What follows belongs to an exercise in optimizing a design on an open flow for small area, a short achievable clock period and few clock cycles per item; a production flow would make more cautious choices.
RTL that was checked went through simulation tests only; none was proved equivalent to the original.
No functional check of the RTL was part of runs 1 to 4.
Power figures rest on the tool's default switching activity, not on a simulated workload.

`design/flow/config.mk`:
```
export PLATFORM = sky130hd
export DESIGN_NAME = mpuTop
export DESIGN_NICKNAME = mpuTop
export VERILOG_FILES = /design/flow/design.v
export SDC_FILE = /design/flow/constraint.sdc
export NUM_CORES = 4
export LEC_CHECK = 0
export CAP_MARGIN = 20
export CORE_AREA = 10 10 330 330
export DIE_AREA = 0 0 340 340
export PLACE_DENSITY = 0.5
export SLEW_MARGIN = 20
export BUFFER_PORTS_ARGS = -buffer_cell sky130_fd_sc_hd__buf_1
```
`design/flow/constraint.sdc`:
```
create_clock -name core_clock -period 5.0 [get_ports {clk}]
set_input_delay 1.0000 -clock core_clock [delete_from_list [all_inputs] [get_ports {clk}]]
set_output_delay 1.0000 -clock core_clock [all_outputs]
set_load 0.01 [all_outputs]
```
`design/flow/design.v`:
```
`timescale 1ns/1ns
`default_nettype none
package mpuPkg;
    typedef struct packed {
        logic [18-1:0]    tag;
        logic [10-1:0]  index;
        logic                     which;
        logic [31-1:0] newVal;
    } msgFieldsT;
    typedef struct packed {
        logic [32-1:0]    tempProp;
        logic [32-1:0]    prop;
        logic [32-1:0]    unused;
        logic [30-1:0] edgeDeg;
        logic                       spare;
        logic                       active;
    } vertexRecT;
    typedef logic [256-1:0] vertexPairU;
    typedef struct packed {
        logic                                            valid;
        logic [288-256-18-2:0]   pad;
        logic [18-1:0]                           tag;
        vertexPairU                                      data;
    } cacheLineT;
    typedef struct packed {
        msgFieldsT               msg;
        vertexPairU              base;       
        logic                    hit;
        logic [32-1:0] result;
        logic                    update;
        logic                    send;
    } updateJobT;
    typedef struct packed {
        logic [18-1:0]                                    tag;
        logic [10-1:0]                                  index;
        logic                                                     which;
        logic [33-18-10-2:0]      offset;
    } vertexIdT;
    localparam int VREC_WIDTH = 3*32 + 30 + 2;
    function automatic vertexRecT getVtx(input vertexPairU pair, input logic which);
        getVtx = which ? pair[VREC_WIDTH +: VREC_WIDTH] : pair[0 +: VREC_WIDTH];
    endfunction
    function automatic logic [32-1:0] byteSwap(input logic [32-1:0] value);
        byteSwap = {value[7:0], value[15:8], value[23:16], value[31:24]};
    endfunction
endpackage
`default_nettype wire
`timescale 1ns/1ns
`default_nettype none
module mpuTop
#(
    parameter logic [4-1:0] peNum = '0
) (
    input  wire                     clk,
    input  wire                     reset,
    input  wire [64-1:0]    MsgData,
    input  wire                     MsgEmpty,
    input  wire [288-1:0]   CacheReadData,
    input  wire [256-1:0]   ReadData,
    input  wire                     ReadReady,
    input  wire                     AvFull,
    output logic                    MsgRead,
    output logic [10-1:0] CacheAddr,
    output logic                    CacheWriteEn,
    output logic [288-1:0]  CacheWriteData,
    output logic                    StartRead,
    output logic [33-1:0]  ReadAddress,
    output logic                    AvWrite,
    output logic [33-1:0] AvData
);
    localparam int VW = mpuPkg::VREC_WIDTH;
    logic stAddr;     
    logic stLook;     
    logic stFetch;    
    logic stPush;     
    logic idle;
    mpuPkg::msgFieldsT msg;
    logic [10-1:0] idxReg;
    mpuPkg::cacheLineT cacheLine;
    logic                    hit;
    logic [256-1:0]  base;
    logic [256-1:0]  newData;
    logic [32-1:0] newValExt;
    logic [1:0]              lt;
    logic [1:0]              updV;
    logic [1:0]              degNz;
    logic                    update;
    logic                    push;
    logic                    finish;      
    logic                    done;
    assign idle      = !(stAddr || stLook || stFetch || stPush);
    assign cacheLine = CacheReadData;
    assign hit       = cacheLine.valid && (cacheLine.tag == msg.tag);
    assign newValExt = {{(32-31){1'b0}}, msg.newVal};
    assign base = stFetch ? ReadData : cacheLine.data;
    mpuPkg::vertexRecT rec0, rec1, nrec0, nrec1;
    mpuPkg::vertexRecT cRec0, cRec1, rRec0, rRec1;
    function automatic logic lessThan(input logic [31:0] a, input logic [31:0] b);
        logic [31:0] l, g;
        for (int i = 0; i < 32; i++) begin
            l[i] = !a[i] && b[i];
            g[i] = a[i] && !b[i];
        end
        for (int w = 16; w >= 1; w = w / 2) begin
            for (int j = 0; j < w; j++) begin
                l[j] = l[2*j+1] || (!g[2*j+1] && l[2*j]);
                g[j] = g[2*j+1] || (!l[2*j+1] && g[2*j]);
            end
        end
        lessThan = l[0];
    endfunction
    assign rec0  = base[0 +: VW];
    assign rec1  = base[VW +: VW];
    assign cRec0 = cacheLine.data[0 +: VW];
    assign cRec1 = cacheLine.data[VW +: VW];
    assign rRec0 = ReadData[0 +: VW];
    assign rRec1 = ReadData[VW +: VW];
    logic ltC0, ltC1, ltR0, ltR1;
    assign ltC0 = lessThan(newValExt, mpuPkg::byteSwap(cRec0.tempProp));
    assign ltC1 = lessThan(newValExt, mpuPkg::byteSwap(cRec1.tempProp));
    assign ltR0 = lessThan(newValExt, mpuPkg::byteSwap(rRec0.tempProp));
    assign ltR1 = lessThan(newValExt, mpuPkg::byteSwap(rRec1.tempProp));
    assign lt[0] = stFetch ? ltR0 : ltC0;
    assign lt[1] = stFetch ? ltR1 : ltC1;
    assign updV[0]  = lt[0] && !msg.which;
    assign updV[1]  = lt[1] && msg.which;
    assign degNz[0] = rec0.edgeDeg != '0;
    assign degNz[1] = rec1.edgeDeg != '0;
    always_comb begin
        nrec0 = rec0;
        nrec1 = rec1;
        if (updV[0]) begin
            nrec0.tempProp = mpuPkg::byteSwap(newValExt);
            nrec0.prop     = mpuPkg::byteSwap(newValExt);
        end
        if (updV[1]) begin
            nrec1.tempProp = mpuPkg::byteSwap(newValExt);
            nrec1.prop     = mpuPkg::byteSwap(newValExt);
        end
        nrec0.active = rec0.active || (updV[0] && degNz[0]);
        nrec1.active = rec1.active || (updV[1] && degNz[1]);
    end
    assign newData = {nrec1, nrec0};
    assign update = |updV;
    assign push   = msg.which ? (updV[1] && !rec1.active && degNz[1])
                              : (updV[0] && !rec0.active && degNz[0]);
    assign finish = (stLook && hit) || (stFetch && ReadReady);
    assign done   = (finish && !(push && AvFull)) || (stPush && !AvFull);
    assign MsgRead      = !reset && !MsgEmpty && (idle || done);
    assign StartRead    = stLook && !hit;
    assign CacheWriteEn = (stLook && hit && update) || (stFetch && ReadReady);
    assign AvWrite      = !AvFull && ((finish && push) || stPush);
    assign CacheAddr    = stAddr ? MsgData[36 +: 10] : idxReg;
    always_ff @(posedge clk) begin
        if (reset) begin
            stAddr  <= 1'b0;
            stLook  <= 1'b0;
            stFetch <= 1'b0;
            stPush  <= 1'b0;
        end else begin
            stAddr  <= MsgRead;
            stLook  <= stAddr;
            stFetch <= (stLook && !hit) || (stFetch && !ReadReady);
            stPush  <= (finish && push && AvFull) || (stPush && AvFull);
        end
    end
    always_ff @(posedge clk) begin
        if (reset) begin
            idxReg <= '0;
        end else if (stAddr) begin
            idxReg <= MsgData[36 +: 10];
        end
    end
    always_ff @(posedge clk) begin
        if (stAddr) begin
            msg.tag    <= MsgData[46 +: 18];
            msg.which  <= MsgData[35];
            msg.newVal <= MsgData[31-1:0];
        end
    end
    assign msg.index = idxReg;
    assign CacheWriteData = {1'b1, {(288-256-18-1){1'b0}}, msg.tag, newData};
    assign ReadAddress    = {1'b0, peNum, msg.tag[13-1:0], idxReg,
                             {5{1'b0}}};
    assign AvData         = {msg.tag, idxReg, msg.which,
                             {(33-18-10-1){1'b0}}};
endmodule
`default_nettype wire
```
`design/flow/flow/run.sh`:
```
#!/bin/bash
set -euo pipefail
cat >> config.mk <<EOC
export BUFFER_PORTS_ARGS = -buffer_cell sky130_fd_sc_hd__buf_1
EOC
bash standard.sh > flow.log 2>&1
```
`design/flow/standard.sh`:
```
#!/bin/bash
# synth_recipe.tcl (not shown) runs the flow's synth.tcl, then flattens the netlist and writes it again
# the make line also repeats each setting of config.mk as NAME=value (left out here)
make -C /OpenROAD-flow-scripts/flow DESIGN_CONFIG=/design/flow/config.mk WORK_HOME=/design/flow/orfs CLKGATE_MAP_FILE= SYNTH_SCRIPT=/design/flow/synth_recipe.tcl "${@:-finish}"
```
==> impl_metrics.yaml, run 1 <==
outcome:
  status: "timing/DRC/antenna clean"
logic_synthesis:
  synth_edf_count: 50
  syn-cell-area_mm2: 0.009953
  syn_area_per_cell_um2: 8.800
  yosysUniqueCellTypes: 74
  synthCells: 1131
  async_reset_ff_share_pct: 0
  synthFlopType: "edfxtp_1"
  ys_warn_count: 2
  synth_seq_cells: 64
  seq_area_frac_synth_pct: 17.90
timing:
  setup_viol: 0
  fin_worst_skew_ps: 13.95
  max_freq_mhz: 204.0
  finalHoldViolations: 0
  fin_crit_sh_pct: 98.05
  post-route-min-period_ps: 4903
  tightestPinTransition_ps: 909.2
  max_slew_margin_pct: 39.39
  slew_violations: 0
placed_design:
  place_congestion: 0.9418
  place_hpwl_um: 100200
  portBuffers: 935
clocking:
  cts-root-buf: "clkbuf_16"
  insertion_delay_ps: 390
  ctsHoldBuffers: 0
  clk_pin_slew_worst_paths_ps: 80
  clockBufferDepth: 2
  cts_buffers: 9
  clock_sinks: 64
  tritoncts: "done"
  h-tree-depth: 3
global_route:
  grt_pass1_vias: 13426
  antenna_found_initial: 101
  grt_max_degree: 60
  gr-usage-all-layers_pct: 17.84
  grt_overflow: 0
  grt_pass1_wl_um: 137600
pwr:
  leakagePower_nw: 5.507
  power_density_mw_per_mm2: 182.2
  peakVddDrop_mv: 0.1333
  power_mw: 3.012
critical_path:
  timing.rr.start: "msg[5]"
  cp-end-kind: "output port"
  required_ps: 4000
  startpoint_type: "primary input"
  startpoint: "ReadData[104]"
  path_class: "in -> out"
  rrSetupSlack_ps: 1480
  cp.arrival_ps: 3900
  r2r.worst_path.cells: 14
  cp_max_fo: 8
  crit_end: "CacheWriteData[74]"
  regToRegEndpoint: "stPush"
final_layout:
  syn_to_final_growth_pct: 66.08
  mostFrequentLayoutCells: "852 x buf_1, 178 x buf_4, 158 x mux2i_1"
  layout-drive-gt1-share_pct: 22.54
  final_core_util_pct: 16.25
  layout_commonest_cell: "buf_1"
  fill_cells: 11846
  fin_nets: 2715
worst_hold_path:
  min_path_type: "reg -> reg"
floorplanning:
  io_pins: 981
  die_width_um: 340
  placementRows: 117
  start_util_pct: 9.783
  die_area_mm2: 0.1156
  core_mm2: 0.1017
  chipHeight_um: 340
route:
  vias: 13610
  ant_nets: 0
  drt_iter0_markers: 932
  wl_per_cell_um: 31.84
  wl_um: 111200
  viasPerCell: 3.899
  drc_errors: 0
  first_pass_iters: 6
job:
  maxCapViolCount: 0
## layout make-up
type	instances	area [µm²]	area share, %
Sequential cell	64	1789	10.82
Antenna cell	16	40.04	0.2422
Clock buffer	9	225.2	1.362
Multi-Input combinational cell	882	7234	43.76
Tap cell	1368	1712	10.35
Clock inverter	7	55.05	0.3330
Inverter	55	214.0	1.294
Timing Repair Buffer	1090	5261	31.83
## power breakdown
part / internal [mW] / switching (mW) / total (mW) / leakage (nW)
logic: 0.705 / 0.938 / 1.64 / 4.79
registers: 0.605 / 0.0536 / 0.659 / 0.579
clock network: 0.342 / 0.367 / 0.709 / 0.133
## worst max-delay path, cell delays in order
cell       delay, ps
clkbuf_2         110
nor2b_1          130
maj3_1           360
maj3_1           360
a21oi_1          130
o21ai_1           90
maj3_2           420
a211oi_4         340
nor4_4            80
buf_6            170
clkbuf_16        180
buf_12           150
mux2i_2          180
buf_2            170
## logic make-up (layout without fill, tap and decap cells)
kind of cell             Yosys count  count (layout)  share of synthesized area, %
multiplexers                     327             327                         34.97
other                              2              44                       0.07545
buffers and inverters            211            1161                         12.27
AND/OR/NAND/NOR                  247             247                         13.41
AO/OA/AOI/OAI                    189             189                         12.32
XOR/XNOR                          18              18                         1.584
flip-flops                        64              64                         17.90
adder cells (fa/ha/maj)           73              73                         7.467
## timing repair
action                     4_1_cts  5_1_grt
gates cloned                     0        3
setup endpoints to repair       95       93
buffers inserted                 7        8
pin swaps                        1       22
gates resized for setup         27       64
## synth_stat cells, types with 7 or more instances
cell type / number / area share (%)
buf_4: 98 / 7.4
xnor2_1: 7 / 0.62
nand2b_1: 48 / 3.0
edfxtp_1: 50 / 15
o211ai_1: 9 / 0.68
a21oi_1: 85 / 4.3
buf_2: 13 / 0.65
nand2_1: 29 / 1.1
nor2_1: 59 / 2.2
nor4_1: 16 / 1.0
xor2_1: 11 / 0.97
maj3_2: 10 / 1.1
dfxtp_1: 14 / 2.8
nor2b_1: 51 / 3.2
maj3_1: 63 / 6.3
nand4_1: 9 / 0.57
o22ai_1: 9 / 0.57
buf_1: 12 / 0.45
o21ai_0: 17 / 0.85
mux2i_1: 161 / 16
mux2_2: 152 / 17
mux2_1: 14 / 1.6
nor3_1: 8 / 0.40
clkbuf_1: 27 / 1.0
o221ai_1: 7 / 0.62
inv_1: 46 / 1.7
## stage by stage
stage	TNS [ps]	instance area [µm²]	cells	worst slack, ps	hold slack (ps)
after global placement	-4200	15800	3442	-137.7	614.1
final	0	16530	3491	97.41	646.1
after CTS	0	16210	3465	0.5591	642.6
after detailed placement	-3503	15800	3442	-130.0	622.0
after floorplan	0	10050	1157	696.7	579.3
after global routing	-10.69	16490	3476	-4.774	692.5
## worst min path at each step
stage               endpoint  depth (start not counted)  slack [ps]    from
floorplan             stPush                          3         580  stPush
global placement      stPush                          3         610  stPush
detailed placement   stFetch                          3         620  stLook
CTS                  stFetch                          3         640  stLook
global route         stFetch                          3         690  stLook
finish               stFetch                          3         650  stLook
## routing by layer
layer	global-route usage, %	part of all wire, %	vias up
met4	2.639	2.0	24
li1	-	-	5997
met5	0	0.16	-
met2	30.68	48	893
met3	4.480	8.1	173
met1	22.63	42	6523
## flip-flops by register name, indices dropped and copies added, names as in the netlist
| name | flops |
|---|---|
| stFetch | 1 |
| idxReg | 10 |
| msg | 50 |
| stPush | 1 |
| stLook | 1 |
| stAddr | 1 |
==> run 2: changes to the inputs <==
==> design/flow/flow/run.sh (replaced) <==
#!/bin/bash
set -euo pipefail
HERE=$(pwd)
cat >> config.mk <<EOC
export BUFFER_PORTS_ARGS = -buffer_cell sky130_fd_sc_hd__buf_1
export PLACE_PINS_ARGS = -min_distance 1 -min_distance_in_tracks -exclude left:90-110
export PRE_IO_PLACEMENT_TCL = $HERE/flow/pins.tcl
EOC
bash standard.sh > flow.log 2>&1
==> design/flow/flow/pins.tcl (new file) <==
# Clock pin in the middle of the left edge, alone in the excluded stretch
place_pin -pin_name clk -layer met3 -location {0 100} -pin_size {0.6 0.6} -force_to_die_boundary
--- a/design/flow/config.mk
+++ b/design/flow/config.mk
@@ -7,7 +7,9 @@
 export LEC_CHECK = 0
 export CAP_MARGIN = 20
-export CORE_AREA = 10 10 330 330
-export DIE_AREA = 0 0 340 340
-export PLACE_DENSITY = 0.5
+export CORE_AREA = 5 5 195 195
+export DIE_AREA = 0 0 200 200
+export PLACE_DENSITY = 0.6
 export SLEW_MARGIN = 20
 export BUFFER_PORTS_ARGS = -buffer_cell sky130_fd_sc_hd__buf_1
+export PLACE_PINS_ARGS = -min_distance 1 -min_distance_in_tracks -exclude left:90-110
+export PRE_IO_PLACEMENT_TCL = /design/flow/flow/pins.tcl
==> impl_metrics.yaml, run 2 <==
outcome:
  status: "timing/DRC/antenna clean"
critical_path:
  startpoint_type: "primary input"
  cp-end-kind: "output port"
  cp_max_fo: 8
  cp.arrival_ps: 3920
  required_ps: 4000
  cp_slowest_stage_delay_ps: 370
  path_class: "in -> out"
  cp_cell_sequence: "buf_1 > nand2b_1 > maj3_1 > maj3_1 > o21ai_0 > a31oi_1 > and3b_1 > a211oi_2 > nor4_4 > clkbuf_16 > buf_12 > buf_12 > mux2i_2 > buf_2"
  slowest_stage: "maj3_1"
timing:
  setup_viol: 0
  tightestPinTransition_ps: 1001
  slew_violations: 0
  finalHoldViolations: 0
  setup_tns_ps: 0
  fin_crit_sh_pct: 98.32
  post-route-min-period_ps: 4916
  max_slew_margin_pct: 33.30
  fin_ws_ps: 84.00
  max_freq_mhz: 203.4
  fin_worst_skew_ps: 8.324
final_layout:
  top_regs: "msg: 50 flops, idxReg: 10 flops"
  largest_register_ffs: 50
  syn_to_final_growth_pct: 40.15
  layout.cells.non_filler: 2471
  fill_cells: 3794
  layout_commonest_cell: "buf_1"
  fin_nets: 2592
  mostFrequentLayoutCells: "918 x buf_1, 160 x mux2i_1, 153 x mux2_2"
  layout-drive-gt1-share_pct: 12.95
  top_register: "msg"
floorplanning:
  placementRows: 69
  die_area_mm2: 0.04000
  die_width_um: 200
  io_pins: 980
  chipHeight_um: 200
  start_util_pct: 27.98
  core_mm2: 0.03557
global_route:
  grt_pass1_wl_um: 78270
  grt_busiest_layer: "met2"
  grt_max_degree: 67
  met3_usage_pct: 8.442
  gr-usage-met1_pct: 29.33
  gr-usage-all-layers_pct: 26.00
  grt.met2_usage_pct: 42.85
  grt_pass1_vias: 12755
  grt_overflow: 0
  antenna_found_initial: 27
logic_synthesis:
  synth_seq_cells: 64
  syn_area_per_cell_um2: 8.800
  synth_edf_count: 50
  syn-cell-area_mm2: 0.009953
  yosys.area.top_type: "mux2_2"
  yosysMostFrequentCell: "mux2i_1"
  seq_area_frac_synth_pct: 17.90
  synthTopCellsByArea: "mux2_2 17%, mux2i_1 16%, edfxtp_1 15%"
  async_reset_ff_share_pct: 0
  synth.top_cell.area_share_pct: 17.20
  synthFlopType: "edfxtp_1"
  synthTopCellsByCount: "161 x mux2i_1, 152 x mux2_2, 98 x buf_4"
  ys_warn_count: 2
  synthCells: 1131
  yosysUniqueCellTypes: 74
clocking:
  h-tree-depth: 3
  insertion_delay_ps: 340
  clockBufferDepth: 2
  tritoncts: "done"
  clk_pin_slew_worst_paths_ps: 70
  cts_buffers: 9
  ctsHoldBuffers: 0
  cts-root-buf: "clkbuf_16"
  clock_sinks: 64
pwr:
  power_mw: 2.682
  leakagePower_nw: 4.591
  power_density_mw_per_mm2: 192.2
  peakVddDrop_mv: 0.1576
route:
  drc_errors: 0
  ant_nets: 0
  vias: 12981
  drt_iter0_markers: 788
  wl_per_cell_um: 23.96
  first_pass_iters: 14
  wl_um: 59200
  viasPerCell: 5.253
placed_design:
  place_inst: 2425
  portBuffers: 935
  place_hpwl_um: 50420
  pre_cts_ws_ps: -113.5
  place_congestion: 0.9887
worst_hold_path:
  min_path_type: "reg -> reg"
job:
  maxCapViolCount: 0
## run 2: cell counts after synthesis
No cell type changed its count.
## run 2: report_power, final
part,internal (mW),total (mW),switching (mW)
clock network,0.445,0.756,0.312
registers,0.606,0.667,0.0610
logic,0.532,1.26,0.727
total,1.58,2.68,1.10
## run 2: what timing repair did
action,4_1_cts,5_1_grt
endpoints found under the setup margin,34,53
resized for setup,1,35
endpoints found under the hold margin,0,0
setup buffers,0,4
pin swaps,1,9
## run 2: worst max-delay path: cells and delay by family
| family | cells | cell delay, ps |
|---|---|---|
| mux | 1 | 180 |
| compound gates | 3 | 810 |
| buf+inv | 5 | 710 |
| fa+ha+maj | 2 | 730 |
| simple gates | 3 | 470 |
## run 2: per-stage QoR
step / area [µm²] / util, % / hold WS, ps
floorplan: 10050 / - / 579.3
global placement: 13440 / 37.80 / 617.8
detailed placement: 13440 / 37.80 / 631.1
CTS: 13780 / 38.73 / 642.5
global route: 13940 / 39.19 / 683.5
finish: 13950 / 39.22 / 645.5
## run 2: per-layer routing
metal / vias up / share of wire (%)
li1: 5760 / -
met1: 6015 / 36
met2: 978 / 47
met3: 226 / 11
met4: 2 / 5.8
met5: - / 0.022
## run 2: final timing paths
kind,from,endpoint,slack [ps],cells after the start
worst max-delay path,ReadData[104],CacheWriteData[95],80,14
worst min-delay path,stPush,stPush,650,3
worst min register to register,stPush,stPush,650,3
worst max register to register,msg[20],stPush,1700,10
## run 2: layout make-up
cell class | instances | area, µm² | area share [%]
multi-input cells | 882 | 7103 | 50.92
repair buffers | 967 | 3877 | 27.80
flip-flops and latches | 64 | 1789 | 12.83
well taps | 461 | 576.8 | 4.135
clock buffers | 9 | 225.2 | 1.614
inverters | 55 | 210.2 | 1.507
clock inverters | 7 | 102.6 | 0.7355
diodes | 26 | 65.06 | 0.4664
## run 2: logic make-up (layout without fill, tap and decap cells)
kind of cell             Yosys count  after routing  share of synthesized area [%]
multiplexers                     327            327                          34.97
AND/OR/NAND/NOR                  247            247                          13.41
buffers and inverters            211           1038                          12.27
AO/OA/AOI/OAI                    189            189                          12.32
adder cells (fa/ha/maj)           73             73                          7.467
flip-flops                        64             64                          17.90
XOR/XNOR                          18             18                          1.584
other                              2             54                        0.07545
==> run 3: changes to the inputs <==
--- a/design/flow/config.mk
+++ b/design/flow/config.mk
@@ -10,4 +10,5 @@
 export DIE_AREA = 0 0 200 200
 export PLACE_DENSITY = 0.6
+export SETUP_SLACK_MARGIN = 0.5
 export SLEW_MARGIN = 20
 export BUFFER_PORTS_ARGS = -buffer_cell sky130_fd_sc_hd__buf_1
==> impl_metrics.yaml, run 3 <==
logic_synthesis:
  syn_area_per_cell_um2: 8.800
  seq_area_frac_synth_pct: 17.90
  yosys.area.top_type: "mux2_2"
  yosysMostFrequentCell: "mux2i_1"
  synth.top_cell.area_share_pct: 17.20
  synthCells: 1131
  synthTopCellsByArea: "mux2_2 17%, mux2i_1 16%, edfxtp_1 15%"
  syn-cell-area_mm2: 0.009953
  ys_warn_count: 2
  async_reset_ff_share_pct: 0
  synthFlopType: "edfxtp_1"
  synth_seq_cells: 64
  synth_edf_count: 50
  synthTopCellsByCount: "161 x mux2i_1, 152 x mux2_2, 98 x buf_4"
  yosysUniqueCellTypes: 74
floorplanning:
  placementRows: 69
  io_pins: 980
  start_util_pct: 27.98
  chipHeight_um: 200
  die_width_um: 200
  die_area_mm2: 0.04000
  core_mm2: 0.03557
global_route:
  grt_max_degree: 63
  grt_pass1_wl_um: 82010
  grt_pass1_vias: 13128
  grt_overflow: 0
  antenna_found_initial: 28
  gr-usage-all-layers_pct: 27.42
final_layout:
  top_regs: "msg: 50 flops, idxReg: 10 flops"
  syn_to_final_growth_pct: 54.60
  mostFrequentLayoutCells: "801 x buf_1, 157 x mux2i_1, 152 x mux2_2"
  largest_register_ffs: 50
  layout-drive-gt1-share_pct: 26.18
  final_cell_area_mm2: 0.01539
  final_core_util_pct: 43.26
  fin_nets: 2625
  top_register: "msg"
  layout_commonest_cell: "buf_1"
route:
  vias: 13404
  ant_nets: 0
  first_pass_iters: 8
  wl_per_cell_um: 24.96
  wl_um: 62600
  viasPerCell: 5.344
  drt_iter0_markers: 805
  drc_errors: 0
clocking:
  h-tree-depth: 3
  cts-root-buf: "clkbuf_16"
  ctsHoldBuffers: 0
  tritoncts: "done"
  clk_pin_slew_worst_paths_ps: 80
  clockBufferDepth: 2
  cts_buffers: 9
  clock_sinks: 64
  insertion_delay_ps: 350
outcome:
  status: "timing/DRC/antenna clean"
critical_path:
  path_class: "in -> out"
  startpoint_type: "primary input"
  cp.arrival_ps: 3890
  required_ps: 4000
  cp-end-kind: "output port"
  cp_max_fo: 8
pwr:
  power_density_mw_per_mm2: 192.5
  leakagePower_nw: 5.337
  peakVddDrop_mv: 0.1570
timing:
  max_slew_margin_pct: 33.29
  rsz0062_at_grt: "yes"
  post-route-min-period_ps: 4891
  finalHoldViolations: 0
  fin_ws_ps: 108.7
  setup_viol: 0
  tightestPinTransition_ps: 1001
  slew_violations: 0
  fin_worst_skew_ps: 10.69
  whs_ps: 658.0
  fin_crit_sh_pct: 97.83
  max_freq_mhz: 204.4
  setup_tns_ps: 0
placed_design:
  placed_area_mm2: 0.01344
  portBuffers: 935
  place_congestion: 0.9887
  pre_cts_ws_ps: -113.5
  place_hpwl_um: 50420
worst_hold_path:
  min_path_type: "reg -> reg"
job:
  maxCapViolCount: 0
-- run 3: metal layers --
layer | GRT usage, % | share of wire (%) | vias up
met4 | 17.66 | 5.9 | 2
met3 | 8.577 | 11 | 246
met1 | 31.38 | 36 | 6283
met5 | 0 | 0.021 | -
met2 | 44.34 | 48 | 1023
li1 | - | - | 5850
-- run 3: timing repair --
action | 4_1_cts | 5_1_grt
gates cloned | 9 | 3
setup endpoints to repair | 133 | 132
buffers inserted | 14 | 11
pin swaps | 24 | 20
gates resized for setup | 177 | 200
-- run 3: worst max-delay path: stages --
cell and delay [ps]:
buf_2 150, nor2b_1 140, maj3_2 320, a2111o_1 490
a21oi_2 160, buf_4 120, buf_4 90, nand4_1 80
o32a_1 340, nand2_4 100, nor4_4 50, buf_6 180
buf_12 160, buf_12 140, mux2i_1 190, buf_2 170
-- run 3: power breakdown --
group	total, mW	switching (mW)	internal, mW	leakage, nW
Combinational	1.53	0.824	0.704	4.60
Clock	0.763	0.318	0.445	0.162
Sequential	0.670	0.0646	0.606	0.579
-- run 3: through the flow --
step / power (mW) / std cells
after global placement: 1.880 / 2425
after CTS: 2.850 / 2464
after floorplan: 1.370 / 1157
final: 2.962 / 2508
after global routing: 3.092 / 2502
after detailed placement: 1.892 / 2425
-- run 3: cell type report --
cell class / count / area, µm²
Clock buffer: 9 / 225.2
Timing Repair Buffer: 1000 / 4713
Clock inverter: 7 / 102.6
Antenna cell: 30 / 75.07
Tap cell: 461 / 576.8
Inverter: 55 / 210.2
Fill cell: 3677 / 20180
Multi-Input combinational cell: 882 / 7695
Sequential cell: 64 / 1789
-- run 3: logic make-up after synthesis --
logic type,after synthesis,synth area share (%)
flip-flops,64,17.90
other,2,0.07545
adder cells (fa/ha/maj),73,7.467
AO/OA/AOI/OAI,189,12.32
XOR/XNOR,18,1.584
buffers and inverters,211,12.27
multiplexers,327,34.97
AND/OR/NAND/NOR,247,13.41
-- run 3: path summary, 6_finish.rpt --
path         slack (ps)            endpoint  cells past startpoint                from
min reg2reg         660           idxReg[6]                      2           idxReg[6]
max reg2reg        1720              stPush                     10             msg[11]
min                 660           idxReg[6]                      2           idxReg[6]
max                 110  CacheWriteData[95]                     16  CacheReadData[100]
==> run 4: changes to the inputs <==
--- a/design/flow/config.mk
+++ b/design/flow/config.mk
@@ -10,5 +10,5 @@
 export DIE_AREA = 0 0 200 200
 export PLACE_DENSITY = 0.6
-export SETUP_SLACK_MARGIN = 0.5
+export SETUP_SLACK_MARGIN = 1.0
 export SLEW_MARGIN = 20
 export BUFFER_PORTS_ARGS = -buffer_cell sky130_fd_sc_hd__buf_1
==> impl_metrics.yaml, run 4 <==
outcome:
  status: "timing/DRC/antenna clean"
critical_path:
  startpoint_type: "primary input"
  cp-end-kind: "output port"
  rrSetupSlack_ps: 1670
  path_class: "in -> out"
  cp.arrival_ps: 3890
  required_ps: 4000
  r2r.worst_path.cells: 14
  cp_cell_sequence: "buf_6 > nor2b_4 > maj3_2 > maj3_2 > maj3_2 > a211oi_2 > buf_4 > and3b_2 > a211oi_4 > nor4_4 > buf_6 > buf_12 > buf_16 > mux2_2 > clkbuf_2"
  regToRegEndpoint: "stPush"
  slowest_stage: "maj3_2"
  cp_common_cell: "maj3_2"
  cp_slowest_stage_delay_ps: 330
  timing.rr.start: "msg[5]"
  cp_max_fo: 7
floorplanning:
  die_width_um: 200
  die_area_mm2: 0.04000
  placementRows: 69
  chipHeight_um: 200
  start_util_pct: 27.98
  io_pins: 980
  core_mm2: 0.03557
global_route:
  grt_pass1_wl_um: 82000
  antenna_found_initial: 18
  grt_max_degree: 70
  grt_overflow: 0
  gr-usage-all-layers_pct: 27.30
  grt_pass1_vias: 13321
logic_synthesis:
  synth.top_cell.area_share_pct: 17.20
  synth_top_family_by_area: "multiplexers"
  synthMuxAreaShare_pct: 34.97
  yosys.area.top_type: "mux2_2"
  yosysUniqueCellTypes: 74
  syn-cell-area_mm2: 0.009953
  synthXorXnorAreaFrac_pct: 1.584
  syn_area_per_cell_um2: 8.800
  synth_compound_area_share_pct: 12.32
  synthSimpleGateAreaFrac_pct: 13.41
  synthCells: 1131
  synth_edf_count: 50
  yosysMostFrequentCell: "mux2i_1"
  synthTopCellsByCount: "161 x mux2i_1, 152 x mux2_2, 98 x buf_4"
  seq_area_frac_synth_pct: 17.90
  synthTopCellsByArea: "mux2_2 17%, mux2i_1 16%, edfxtp_1 15%"
  async_reset_ff_share_pct: 0
  synth_seq_cells: 64
  synthAdderAreaFrac_pct: 7.467
  ys_warn_count: 2
  synthFlopType: "edfxtp_1"
clocking:
  clk_pin_slew_worst_paths_ps: 60
  cts_buffers: 9
  ctsHoldBuffers: 0
  cts-root-buf: "clkbuf_16"
  insertion_delay_ps: 360
  clockBufferDepth: 2
  h-tree-depth: 3
  clock_sinks: 64
  tritoncts: "done"
timing:
  setup_tns_ps: 0
  setup_viol: 0
  slew_violations: 0
  fin_crit_sh_pct: 97.71
  finalHoldViolations: 0
  fin_worst_skew_ps: 9.840
  max_freq_mhz: 204.7
  post-route-min-period_ps: 4885
  whs_ps: 651.5
  max_slew_margin_pct: 32.82
  tightestPinTransition_ps: 1008
  rsz0062_at_grt: "yes"
final_layout:
  top_register: "msg"
  mostFrequentLayoutCells: "803 x buf_1, 166 x mux2_2, 113 x mux2i_1"
  largest_register_ffs: 50
  layout_commonest_cell: "buf_1"
  final_cell_area_mm2: 0.01673
  layout.cells.non_filler: 2522
  top_regs: "msg: 50 flops, idxReg: 10 flops"
  layout-drive-gt1-share_pct: 31.01
  fin_nets: 2656
  syn_to_final_growth_pct: 68.12
  fill_cells: 3399
route:
  viasPerCell: 5.273
  drt_iter0_markers: 908
  wl_um: 61900
  ant_nets: 0
  wl_per_cell_um: 24.55
  vias: 13298
  drc_errors: 0
  first_pass_iters: 7
pwr:
  power_mw: 3.137
  switching_share_pct: 40.13
  combPwrFrac_pct: 57.1
  clkPwrFrac_pct: 21.5
  leakagePower_nw: 5.653
  p_seq_share_pct: 21.3
  peakVddDrop_mv: 0.1312
  power.switching_mw: 1.259
  intPower_mw: 1.878
  power_density_mw_per_mm2: 187.4
worst_hold_path:
  worst_hold_path.endpoint: "stPush"
  hold_start: "stPush"
  whs_path_depth: 3
  min_path_type: "reg -> reg"
placed_design:
  place_congestion: 0.9819
  portBuffers: 935
  placed_area_mm2: 0.01440
  place_inst: 2432
  place_hpwl_um: 49840
job:
  maxCapViolCount: 0
[run 4: worst max-delay path by stage]
| stage | from | slack [ps] | end | cells past startpoint |
|---|---|---|---|---|
| 6_report | ReadData[116] | 110 | CacheWriteData[68] | 15 |
| 2_1_floorplan | CacheReadData[100] | 830 | CacheWriteData[101] | 11 |
| 3_5_place_dp | ReadData[127] | -70 | CacheWriteData[69] | 14 |
| 4_1_cts | ReadData[116] | 60 | CacheWriteData[64] | 15 |
| 5_1_grt | ReadData[116] | 20 | CacheWriteData[76] | 15 |
| 3_3_place_gp | ReadData[127] | -10 | CacheWriteData[87] | 14 |
[run 4: through the flow]
stage	util, %	setup WS [ps]
floorplan	-	825.4
global placement	40.48	-11.66
detailed placement	40.48	-70.74
CTS	46.00	57.33
global route	47.03	19.46
finish	47.05	114.6
[run 4: kinds of logic after synthesis]
logic type / count (synthesis)
multiplexers: 327
AO/OA/AOI/OAI: 189
XOR/XNOR: 18
adder cells (fa/ha/maj): 73
AND/OR/NAND/NOR: 247
buffers and inverters: 211
flip-flops: 64
other: 2
[run 4: layer usage]
layer,global-route usage [%],vias up,part of all wire (%)
li1,-,5882,-
met1,29.83,6152,34
met2,45.90,1005,48
met3,9.567,251,12
met4,15.97,8,5.9
met5,0,-,0.078
[run 4: what timing repair did]
action	4_1_cts	5_1_grt
gates resized for setup	282	76
endpoints found under the hold margin	0	0
pin swaps	31	16
setup buffers	34	9
gates cloned	16	2
setup endpoints to repair	196	134
[run 4: layout make-up]
cell class              count  area, µm²  area share, %
inverters                  55      217.7          1.301
flip-flops and latches     64       1789          10.69
clock inverters             7      78.83         0.4711
multi-input cells         882       8351          49.90
well taps                 461      576.8          3.447
clock buffers               9      225.2          1.346
diodes                     13      32.53         0.1944
repair buffers           1031       5463          32.65
[run 4: worst max-delay path: cells and delay by family]
family / cells / cell delay, ps
buf+inv: 6 / 850
mux: 1 / 270
fa+ha+maj: 3 / 940
compound gates: 2 / 430
simple gates: 3 / 390
[run 4: power by group through the flow]
stage / Clock (mW) / Sequential [mW] / Combinational [mW]
after floorplan: 0 / 0.645 / 0.902
after global placement: 0 / 0.676 / 1.38
after detailed placement: 0 / 0.676 / 1.39
after CTS: 0.693 / 0.669 / 1.72
after global routing: 0.719 / 0.673 / 1.88
final: 0.676 / 0.669 / 1.79
==> run 5: changes to the inputs <==
--- a/design/flow/design.v
+++ b/design/flow/design.v
@@ -95,32 +95,8 @@
     assign base = stFetch ? ReadData : cacheLine.data;
     mpuPkg::vertexRecT rec0, rec1, nrec0, nrec1;
-    mpuPkg::vertexRecT cRec0, cRec1, rRec0, rRec1;
-    function automatic logic lessThan(input logic [31:0] a, input logic [31:0] b);
-        logic [31:0] l, g;
-        for (int i = 0; i < 32; i++) begin
-            l[i] = !a[i] && b[i];
-            g[i] = a[i] && !b[i];
-        end
-        for (int w = 16; w >= 1; w = w / 2) begin
-            for (int j = 0; j < w; j++) begin
-                l[j] = l[2*j+1] || (!g[2*j+1] && l[2*j]);
-                g[j] = g[2*j+1] || (!l[2*j+1] && g[2*j]);
-            end
-        end
-        lessThan = l[0];
-    endfunction
-    assign rec0  = base[0 +: VW];
-    assign rec1  = base[VW +: VW];
-    assign cRec0 = cacheLine.data[0 +: VW];
-    assign cRec1 = cacheLine.data[VW +: VW];
-    assign rRec0 = ReadData[0 +: VW];
-    assign rRec1 = ReadData[VW +: VW];
-    logic ltC0, ltC1, ltR0, ltR1;
-    assign ltC0 = lessThan(newValExt, mpuPkg::byteSwap(cRec0.tempProp));
-    assign ltC1 = lessThan(newValExt, mpuPkg::byteSwap(cRec1.tempProp));
-    assign ltR0 = lessThan(newValExt, mpuPkg::byteSwap(rRec0.tempProp));
-    assign ltR1 = lessThan(newValExt, mpuPkg::byteSwap(rRec1.tempProp));
-    assign lt[0] = stFetch ? ltR0 : ltC0;
-    assign lt[1] = stFetch ? ltR1 : ltC1;
+    assign rec0 = base[0 +: VW];
+    assign rec1 = base[VW +: VW];
+    assign lt[0]    = newValExt < mpuPkg::byteSwap(rec0.tempProp);
+    assign lt[1]    = newValExt < mpuPkg::byteSwap(rec1.tempProp);
     assign updV[0]  = lt[0] && !msg.which;
     assign updV[1]  = lt[1] && msg.which;
==> design/flow/run.sh (new file) <==
#!/bin/bash
# synth_recipe.tcl (not shown) runs the flow's synth.tcl, then flattens the netlist and writes it again
# the make line also repeats each setting of config.mk as NAME=value (left out here)
make -C /OpenROAD-flow-scripts/flow DESIGN_CONFIG=/design/flow/config.mk WORK_HOME=/design/flow/orfs CLKGATE_MAP_FILE= SYNTH_SCRIPT=/design/flow/synth_recipe.tcl finish
==> design/flow/config.mk (replaced) <==
export PLATFORM = sky130hd
export DESIGN_NAME = mpuTop
export DESIGN_NICKNAME = mpuTop
export VERILOG_FILES = /design/flow/design.v
export SDC_FILE = /design/flow/constraint.sdc
export NUM_CORES = 4
export LEC_CHECK = 0
export CAP_MARGIN = 20
export CORE_AREA = 10 10 390 390
export DIE_AREA = 0 0 400 400
export PLACE_DENSITY = 0.4
export SLEW_MARGIN = 20
removed: design/flow/flow/run.sh
removed: design/flow/flow/pins.tcl
removed: design/flow/standard.sh
==> impl_metrics.yaml, run 5 <==
route:
  drc_errors: 0
  wl_um: 127300
  wl_per_cell_um: 31.59
  viasPerCell: 3.205
  ant_nets: 0
  first_pass_iters: 5
  vias: 12920
  drt_iter0_markers: 591
floorplanning:
  start_util_pct: 6.280
  core_mm2: 0.1435
  die_width_um: 400
  die_area_mm2: 0.1600
  io_pins: 981
  placementRows: 139
  chipHeight_um: 400
logic_synthesis:
  synth_edf_count: 50
  synth_compound_area_share_pct: 13.69
  yosys.area.top_type: "mux2_2"
  synthTopCellsByCount: "144 x mux2_2, 125 x mux2i_1, 102 x buf_4"
  synthFlopType: "edfxtp_1"
  ys_warn_count: 2
  synthCells: 977
  synthTopCellsByArea: "mux2_2 18%, edfxtp_1 17%, mux2i_1 14%"
  synthSimpleGateAreaFrac_pct: 11.33
  yosysMostFrequentCell: "mux2_2"
  synth.top_cell.area_share_pct: 18.00
  synthXorXnorAreaFrac_pct: 1.750
  async_reset_ff_share_pct: 0
  syn_area_per_cell_um2: 9.223
  syn-cell-area_mm2: 0.009011
  synthAdderAreaFrac_pct: 8.331
  yosysUniqueCellTypes: 50
  synthMuxAreaShare_pct: 32.05
  seq_area_frac_synth_pct: 19.77
  synth_seq_cells: 64
  synth_top_family_by_area: "multiplexers"
clocking:
  clock_sinks: 64
  cts_buffers: 9
  clockBufferDepth: 2
  h-tree-depth: 3
  insertion_delay_ps: 430
  ctsHoldBuffers: 0
  clk_pin_slew_worst_paths_ps: 80
  tritoncts: "done"
  cts-root-buf: "clkbuf_16"
global_route:
  gr-usage-met1_pct: 18.89
  grt_pass1_wl_um: 152900
  grt_max_degree: 96
  grt_pass1_vias: 13410
  met3_usage_pct: 5.452
  grt_overflow: 0
  gr-usage-all-layers_pct: 14.90
  antenna_found_initial: 119
  grt_busiest_layer: "met2"
  grt.met2_usage_pct: 24.47
timing:
  rsz0062_at_grt: "yes"
  max_slew_margin_pct: 30.62
  fin_crit_sh_pct: 102.2
  post-route-min-period_ps: 5110
  whs_ps: 672.0
  fin_worst_skew_ps: 10.07
  setup_viol: 42
  finalHoldViolations: 0
  slew_violations: 0
  setup_tns_ps: -1754
  tightestPinTransition_ps: 1031
  fin_ws_ps: -109.9
  max_freq_mhz: 195.7
outcome:
  status: "finished with violations"
  failed_checks: "setup timing"
critical_path:
  cp_max_fo: 8
  slowest_stage: "clkdlybuf4s50_1"
  cp-end-kind: "output port"
  startpoint_type: "primary input"
  critPathBufInv: 8
  cp.arrival_ps: 4110
  cp_common_cell: "buf_12"
  crit_family: "buffers and inverters"
  path_class: "in -> out"
  required_ps: 4000
  cp_cell_sequence: "clkdlybuf4s50_1 > mux2i_2 > ha_1 > o21a_1 > o21ai_4 > o221ai_2 > buf_4 > nor3b_4 > buf_6 > buf_12 > buf_12 > buf_12 > mux2i_2 > buf_4 > buf_12"
  cp_slowest_stage_delay_ps: 520
final_layout:
  layout.cells.non_filler: 4031
  top_regs: "msg: 50 flops, idxReg: 10 flops"
  mostFrequentLayoutCells: "741 x clkdlybuf4s50_1, 242 x buf_4, 142 x mux2_2"
  syn_to_final_growth_pct: 174.9
  final_cell_area_mm2: 0.02478
  layout_commonest_cell: "clkdlybuf4s50_1"
  top_register: "msg"
  fill_cells: 16093
  largest_register_ffs: 50
  layout-drive-gt1-share_pct: 37.26
  fin_nets: 2780
job:
  maxCapViolCount: 0
pwr:
  power_mw: 3.975
  power_density_mw_per_mm2: 160.5
  peakVddDrop_mv: 0.1691
  leakagePower_nw: 9.260
worst_hold_path:
  min_path_type: "reg -> reg"
placed_design:
  place_hpwl_um: 112700
  place_inst: 3860
  placed_area_mm2: 0.02167
  portBuffers: 935
  place_congestion: 0.8575
run 5: cell types whose count changed in the layout (fill, tap and decap cells not counted), moves of 25 or more:
cell / before / now
maj3_1: 45 / 0
buf_12: 13 / 71
clkdlybuf4s50_1: 0 / 741
a21oi_2: 56 / 31
dlygate4sd2_1: 0 / 40
maj3_2: 28 / 0
ha_1: 0 / 44
a21oi_1: 22 / 50
buf_4: 44 / 242
mux2i_1: 113 / 84
nand2b_1: 45 / 0
buf_1: 803 / 0
run 5: worst paths after layout:
kind | startpoint | endpoint | slack [ps] | cells after the start
worst max-delay path | ReadData[238] | CacheWriteData[238] | -110 | 15
worst min register to register | idxReg[2] | idxReg[2] | 670 | 2
worst max register to register | stFetch | stPush | 1160 | 20
worst min-delay path | idxReg[2] | idxReg[2] | 670 | 2
run 5: where the power goes:
group | switching (mW) | internal, mW
clock | 0.380 | 0.504
combinational | 1.04 | 1.40
sequential | 0.0541 | 0.605
total | 1.47 | 2.51
run 5: cells by family after synthesis:
kind of cell / Yosys count
mux: 270
compound gates: 192
buf+inv: 192
simple gates: 179
flops: 64
fa+ha+maj: 60
xor+xnor: 18
other cells: 2
run 5: metrics by stage:
step	setup slack [ps]	utilization, %
floorplan	416.5	-
global placement	-1259	15.10
detailed placement	-1246	15.10
CTS	-211.7	16.57
global route	-243.2	17.25
finish	-109.9	17.27
run 5: cell type report:
class                      instances  area [µm²]  share of cell area, %
timing repair buffer            1251       12660                  51.11
multi-input combinational        747        7418                  29.94
tap                             1903        2381                  9.611
sequential                        64        1789                  7.222
clock buffer                      10       239.0                 0.9646
inverter                          34       127.6                 0.5151
clock inverter                     6       116.4                 0.4697
antenna                           16       40.04                 0.1616
run 5: routing by layer:
layer	part of all wire, %	up-vias
met1	43	6096
met4	1.8	46
li1	-	5784
met2	46	777
met5	0.22	-
met3	9.0	217
run 5: repair_timing:
action	CTS	global route
setup buffers	102	50
cloned	6	4
setup endpoints to repair	133	132
gates resized for setup	502	163
pin swaps	58	47
run 5: worst register-to-register path: stages (launching register included):
cell and delay [ps]:
dfxtp_4 390, buf_12 150, buf_16 180, buf_12 150
mux2i_4 300, ha_4 250, nand4_1 110, o211ai_1 90
a31oi_1 240, buf_4 170, o221ai_2 80, buf_4 200
nor3b_4 280, buf_12 150, buf_12 100, buf_12 130
a31oi_4 80, buf_4 150, buf_4 120, buf_4 120
a2111oi_2 330
Testbench counts of run 5, summed over its fixed seeds: cycles 9,769, items 2,400.

-- afterwards: timing with drivers on the ports --
How much do the figures lean on ideal ports? The routed layouts below were timed once more, with nothing changed but the port constraints. Step 1 assumes that a clkbuf_16 drives the clock port and a buf_2 every other input. Step 2 times the ports against the registers' clock, not the clock port: input delays grow and output delays shrink by t, the midpoint of the rising clock arrivals with the driver on. Three values: no drivers, after step 1, after step 2; two values: the first two.
run | t (ns) | setup WS [ns] | worst setup path at the end | clock arrival spread, ns | pins driven straight from the clock port
run 1 | 0.447 | 0.097 / 0.051 / 0.051 | input to output | 0.022 / 0.021 | 1
run 2 | 0.374 | 0.084 / 0.051 / 0.051 | input to output | 0.016 / 0.016 | 1
run 3 | 0.379 | 0.109 / 0.067 / 0.067 | input to output | 0.014 / 0.014 | 1
run 4 | 0.386 | 0.115 / 0.061 / 0.061 | input to output | 0.011 / 0.011 | 1
run 5 | 0.492 | -0.110 / -0.255 / -0.255 | input to output | 0.017 / 0.017 | 1
The setup slack of run 5, which loses most, moves by -0.145 ns with the drivers and by -0.145 ns with both steps.
